From an optimization exercise on the open Yosys and OpenROAD flow, aimed at small area; shortcuts taken in it are not production practice.
The RTL was checked by simulation tests, not by an equivalence proof against the original design.
No driver is modelled on the clock port, so clock power and skew are understated where the tree is cut down; a real chip needs a root buffer or a tree.
No activity file was given, so power comes from the tool's default toggle rates.

==> module snake_game_ctrl, before the edit <==
module snake_game_ctrl
#(
    parameter int MAX_LEN  = 64,
    parameter int INIT_LEN = 3
) (
    input  logic       clk,
    input  logic       reset,
    input  logic       tick,
    input  logic       dir_valid,
    input  logic [1:0] dir,
    input  logic [3:0] apple_x,
    input  logic [3:0] apple_y,
    output logic       draw_valid,
    input  logic       draw_ready,
    output logic [3:0] draw_x,
    output logic [3:0] draw_y,
    output logic [1:0] draw_color,
    output logic [3:0] head_x,
    output logic [3:0] head_y,
    output logic [8:0] length,
    output logic [7:0] score,
    output logic       apple_eaten,
    output logic       busy,
    output logic       game_over
);
    localparam logic [2:0] S_IDLE  = 3'd0;
    localparam logic [2:0] S_ALIGN = 3'd1;
    localparam logic [2:0] S_WALK  = 3'd2;
    localparam logic [2:0] S_OVER  = 3'd3;
    localparam logic [2:0] S_DHEAD = 3'd4;
    localparam logic [2:0] S_DBODY = 3'd5;
    localparam logic [2:0] S_ERASE = 3'd6;
    localparam logic [2:0] S_INIT  = 3'd7;
    logic [2:0] r_state;
    logic       r_init;       
    logic [5:0] r_c;          
    logic [3:0] r_hx, r_hy;   
    logic [3:0] r_wx, r_wy;   
    logic [7:0] r_score;
    logic [1:0] r_pend;
    logic [1:0] r_cur;
    logic [1:0] w_move;
    logic       w_wr;
    logic [3:0] w_nx, w_ny;
    logic       w_wall;
    logic       w_eat, w_grow, w_match, w_last;
    logic       w_full;
    logic [5:0] w_len6;
    assign w_wr = r_init || ((r_state == S_ALIGN) && (&r_c));
    snake_body_fifo u_body (
        .clk    (clk),
        .i_wr   (w_wr),
        .i_data (r_pend),
        .o_data (w_move)
    );
    always_comb begin
        w_nx = r_hx;
        w_ny = r_hy;
        w_wall = 1'b0;
        case (r_pend)
            snake_pkg::UP:    begin w_ny = r_hy - 4'd1; w_wall = (r_hy == 4'd0);  end
            snake_pkg::DOWN:  begin w_ny = r_hy + 4'd1; w_wall = (r_hy == 4'd15); end
            snake_pkg::LEFT:  begin w_nx = r_hx - 4'd1; w_wall = (r_hx == 4'd0);  end
            default:          begin w_nx = r_hx + 4'd1; w_wall = (r_hx == 4'd15); end
        endcase
    end
    assign w_eat   = (w_nx == apple_x) && (w_ny == apple_y) && !r_init;
    assign w_full  = (r_score >= 8'(MAX_LEN - INIT_LEN));
    assign w_len6  = w_full ? 6'd0 : (r_score[5:0] + 6'(INIT_LEN));
    assign w_grow  = w_eat && !w_full;
    assign w_match = (r_wx == w_nx) && (r_wy == w_ny);
    assign w_last  = (r_c == w_len6);
    always_ff @(posedge clk) begin
        if (reset) begin
            r_state <= S_INIT;
            r_init  <= 1'b1;
            r_c     <= 6'd0;
            r_hx    <= snake_pkg::INIT_HEAD_X + 4'd1;
            r_hy    <= snake_pkg::INIT_HEAD_Y;
            r_wx    <= snake_pkg::INIT_HEAD_X + 4'd2;
            r_wy    <= snake_pkg::INIT_HEAD_Y;
            r_score <= 8'd0;
            r_pend  <= snake_pkg::LEFT;
            r_cur   <= snake_pkg::LEFT;
        end else begin
            r_c <= (w_wr && !r_init) ? 6'd1 : r_c + 6'd1;
            case (r_state)
                S_INIT: r_state <= S_DHEAD;
                S_IDLE: begin
                    if (dir_valid && (dir != snake_pkg::opposite(r_cur))) r_pend <= dir;
                    if (tick) r_state <= S_ALIGN;
                end
                S_ALIGN: begin
                    r_cur <= r_pend;
                    r_wx  <= r_hx;
                    r_wy  <= r_hy;
                    if (w_wall)     r_state <= S_OVER;
                    else if (w_wr)  r_state <= S_WALK;
                end
                S_WALK: begin
                    if (w_last) begin
                        r_state <= (w_match && w_grow) ? S_OVER : S_DHEAD;
                    end else if (w_match) begin
                        r_state <= S_OVER;
                    end else begin
                        case (w_move)
                            snake_pkg::UP:    r_wy <= r_wy + 4'd1;
                            snake_pkg::DOWN:  r_wy <= r_wy - 4'd1;
                            snake_pkg::LEFT:  r_wx <= r_wx + 4'd1;
                            default:          r_wx <= r_wx - 4'd1;
                        endcase
                    end
                end
                S_DHEAD: begin
                    if (draw_ready) begin
                        r_state <= S_DBODY;
                    end
                end
                S_DBODY: begin
                    if (draw_ready) begin
                        if (w_grow) begin
                            r_state <= S_IDLE;
                            r_hx    <= w_nx;
                            r_hy    <= w_ny;
                            r_score <= r_score + 8'd1;
                        end else begin
                            r_state <= S_ERASE;
                        end
                    end
                end
                S_ERASE: begin
                    if (draw_ready) begin
                        r_state <= S_IDLE;
                        r_init  <= 1'b0;
                        r_hx    <= w_nx;
                        r_hy    <= w_ny;
                        if (w_eat && (r_score != 8'hFF)) r_score <= r_score + 8'd1;
                    end
                end
                default: ;
            endcase
        end
    end
    assign draw_valid  = r_state[2] && (r_state != S_INIT);
    assign draw_x      = (r_state == S_DHEAD) ? w_nx : (r_state == S_DBODY) ? r_hx : r_wx;
    assign draw_y      = (r_state == S_DHEAD) ? w_ny : (r_state == S_DBODY) ? r_hy : r_wy;
    assign draw_color  = (r_state == S_DHEAD) ? snake_pkg::GRN :
                         ((r_state == S_DBODY) || r_init) ? snake_pkg::YEL : snake_pkg::OFF;
    assign head_x      = r_hx;
    assign head_y      = r_hy;
    assign length      = {2'b00, w_full, w_len6};
    assign score       = r_score;
    assign apple_eaten = (r_state == S_DHEAD) && draw_ready && w_eat;
    assign busy        = (r_state != S_IDLE);
    assign game_over   = (r_state == S_OVER);
endmodule
export LEC_CHECK = 0
export CAP_MARGIN = 0
export CORE_MARGIN = 2
export CORE_UTILIZATION = 60
export GPL_TIMING_DRIVEN = 0
export SLEW_MARGIN = 0
create_clock -name core_clock -period 12.0 [get_ports {clk}]
standard.sh (not shown) runs the stock make flow with config.mk's settings and CLKGATE_MAP_FILE= SYNTH_SCRIPT=/design/flow/synth_recipe.tcl, a recipe that flattens the netlist after the stock synthesis.
==> flow/flow/run.sh <==
#!/bin/bash
# Own layout flow: the standard ORFS flow (standard.sh) with changes that only affect how
# the cells are chosen and the clock is buffered:
#  1. Synthesis is ORFS's synth.tcl through synth_recipe.tcl (same registers, names, flattening
#     and renaming as the standard synthesis), without the adder pre-mapping, and with ABC
#     mapping the combinational logic with an area-oriented script. Each flow/abc*.script is
#     tried and the one giving the smallest synthesised area is used for the layout.
#  3. The clock tree is built by flow/mcts.tcl inside ORFS's CTS step (in place of
#     clock_tree_synthesis): the clock port drives one root inverter (inv_12), which drives
#     inv_8 leaf inverters, one per cluster of flip-flops (two inversions, so the flip-flops see
#     the clock's own polarity); leaves are added until the estimated clock-pin slew is under
#     the limit. The rest of the CTS step (legalisation, timing repair) is ORFS's.
# Every tool's output goes to log files in the work folder (and ORFS's logs under orfs*/).
set -euo pipefail
W=$(pwd)
F=$W/flow

# ORFS scripts, with the CTS step's clock_tree_synthesis call replaced
rm -rf "$W/scripts"
cp -r "$FLOW_HOME/scripts" "$W/scripts"
sed -i "s#^log_cmd clock_tree_synthesis {\*}\$cts_args#source $F/mcts.tcl\nmanual_cts_auto 8 16 sky130_fd_sc_hd__inv_8 sky130_fd_sc_hd__inv_12 118#" "$W/scripts/cts.tcl"
grep -q "^manual_cts_auto" "$W/scripts/cts.tcl"
# global placement: remove synthesis buffers even without timing-driven placement
sed -i '0,/^if { \$::env(GPL_TIMING_DRIVEN) } {$/s//if { 1 } {/' "$W/scripts/global_place.tcl"
grep -A1 "^if { 1 } {" "$W/scripts/global_place.tcl" | grep -q remove_buffers
export SCRIPTS_DIR=$W/scripts
export BUFFER_PORTS_ARGS="-buffer_cell sky130_fd_sc_hd__buf_1"

# synthesis script: synth_recipe.tcl, with synth.tcl's ABC call using $::env(OWN_ABC_SCRIPT)
sed "s#^\s*log_cmd abc {\*}\$abc_args#  log_cmd abc {*}[lreplace \$abc_args 1 1 \$::env(OWN_ABC_SCRIPT)]#" \
    "$W/scripts/synth.tcl" > "$W/scripts/synth_area.tcl"
grep -q "OWN_ABC_SCRIPT" "$W/scripts/synth_area.tcl"
{
    head -n 1 "$W/synth_recipe.tcl"
    echo "source $W/scripts/synth_area.tcl"
    tail -n +3 "$W/synth_recipe.tcl"
} > "$W/own_synth.tcl"
sed -n 2p "$W/synth_recipe.tcl" | grep -q "^source .*synth.tcl"

sed "s#SYNTH_SCRIPT=[^ ]*#SYNTH_SCRIPT=$W/own_synth.tcl ADDER_MAP_FILE=#" "$W/standard.sh" > "$W/own_standard.sh"
grep -q "SYNTH_SCRIPT=$W/own_synth.tcl" "$W/own_standard.sh"

# try each ABC script in a scratch ORFS folder; keep the smallest
best=""; best_area=""
for s in "$F"/abc*.script; do
    n=$(basename "$s" .script)
    sed "s#WORK_HOME=[^ ]*#WORK_HOME=$W/try_$n#" "$W/own_standard.sh" > "$W/try_$n.sh"
    if OWN_ABC_SCRIPT=$s bash "$W/try_$n.sh" synth > "$W/try_$n.log" 2>&1; then
        a=$(sed -n "s/.*Chip area for module '.snake_game_ctrl': *\([0-9.]*\).*/\1/p" \
            "$W"/try_$n/reports/*/snake_game_ctrl/base/synth_stat.txt | head -n 1)
        echo "$n $a" >> "$W/abc_choice.log"
        if [[ -n "$a" ]] && { [[ -z "$best" ]] || awk "BEGIN{exit !($a < $best_area)}"; }; then
            best=$s; best_area=$a
        fi
    fi
done
[[ -n "$best" ]]
echo "chosen $best $best_area" >> "$W/abc_choice.log"

OWN_ABC_SCRIPT=$best bash "$W/own_standard.sh" finish > "$W/own_flow.log" 2>&1
Other scripts of this flow, unchanged in this note and not shown: flow/flow/abc1.script, flow/flow/abc10.script, flow/flow/abc2.script, flow/flow/abc3.script, flow/flow/abc4.script, flow/flow/abc5.script, flow/flow/abc6.script, flow/flow/abc7.script, flow/flow/abc8.script, flow/flow/abc9.script, flow/flow/mcts.tcl
Next try:
--- a/flow/design.v
+++ b/flow/design.v
@@ -73,13 +73,12 @@
     logic       r_init;       
     logic [5:0] r_c;          
     logic [3:0] r_hx, r_hy;   
     logic [3:0] r_wx, r_wy;   
     logic [7:0] r_score;
     logic [1:0] r_pend;
-    logic [1:0] r_cur;
     logic [1:0] w_move;
     logic       w_wr;
     logic [3:0] w_nx, w_ny;
     logic       w_wall;
     logic       w_eat, w_grow, w_match, w_last;
     logic       w_full;
@@ -116,23 +115,21 @@
             r_hx    <= snake_pkg::INIT_HEAD_X + 4'd1;
             r_hy    <= snake_pkg::INIT_HEAD_Y;
             r_wx    <= snake_pkg::INIT_HEAD_X + 4'd2;
             r_wy    <= snake_pkg::INIT_HEAD_Y;
             r_score <= 8'd0;
             r_pend  <= snake_pkg::LEFT;
-            r_cur   <= snake_pkg::LEFT;
         end else begin
             r_c <= (w_wr && !r_init) ? 6'd1 : r_c + 6'd1;
             case (r_state)
                 S_INIT: r_state <= S_DHEAD;
                 S_IDLE: begin
-                    if (dir_valid && (dir != snake_pkg::opposite(r_cur))) r_pend <= dir;
+                    if (dir_valid && (dir != snake_pkg::opposite(r_wy[1:0]))) r_pend <= dir;
                     if (tick) r_state <= S_ALIGN;
                 end
                 S_ALIGN: begin
-                    r_cur <= r_pend;
                     r_wx  <= r_hx;
                     r_wy  <= r_hy;
                     if (w_wall)     r_state <= S_OVER;
                     else if (w_wr)  r_state <= S_WALK;
                 end
                 S_WALK: begin
@@ -157,24 +154,26 @@
                 S_DBODY: begin
                     if (draw_ready) begin
                         if (w_grow) begin
                             r_state <= S_IDLE;
                             r_hx    <= w_nx;
                             r_hy    <= w_ny;
+                            r_wy[1:0] <= r_pend;
                             r_score <= r_score + 8'd1;
                         end else begin
                             r_state <= S_ERASE;
                         end
                     end
                 end
                 S_ERASE: begin
                     if (draw_ready) begin
                         r_state <= S_IDLE;
                         r_init  <= 1'b0;
                         r_hx    <= w_nx;
                         r_hy    <= w_ny;
+                        r_wy[1:0] <= r_pend;
                         if (w_eat && (r_score != 8'hFF)) r_score <= r_score + 8'd1;
                     end
                 end
                 default: ;
             endcase
         end
Global-route usage increases by 0.19 points.
Total power is lower by 18%.
Worst setup slack got worse by 0.093 ns.
Wire length shrinks by about 1%.
Cell count rises by 0.63%.
Die area went down by 0.43%.
Final area goes down by about 0.4%.
Utilization shrinks by 0.27 points.
Clock power came out lower by about 2%.
Maximum frequency came out lower by about 1.4%.
Combinational power drops by about 50%.
Flip-flop and latch count came out lower by 2.
Critical path depth goes down by 1.
Synthesized cell count came out higher by about 0.9%.
No run of this note takes its clock network from TritonCTS; it comes from the design's own scripts or RTL.

## separate check: timing with driven ports
No port has a modelled driver above. Below, the same layouts with a new extraction and two added sets of constraints.
Step 1 sets driving cells, clkbuf_16 on the clock port and buf_2 on the other inputs (assumed; they add their load-dependent delay and slew).
Step 2 adds t to the input delays and takes it off the output delays; t is the mean of the earliest and latest rising clock arrival at the registers after step 1. Input paths then give back, and output paths get back, about the clock's delay inside the block.
Three values: no drivers, after step 1, after step 2; two values: the first two.
| run | t (ns) | setup WS [ns] | worst setup path after step 2 | worst data-port slew with drivers (ns) |
|---|---|---|---|---|
| the first run | 0.228 | 5.525 / 5.489 / 5.489 | input to output | 0.05 |
| the second run | 0.232 | 5.432 / 5.408 / 5.408 | input to output | 0.03 |
After both steps every run listed still meets setup and hold. For the first run, which loses most, drivers alone change the setup slack by -0.036 ns; drivers and shift together by -0.036 ns.
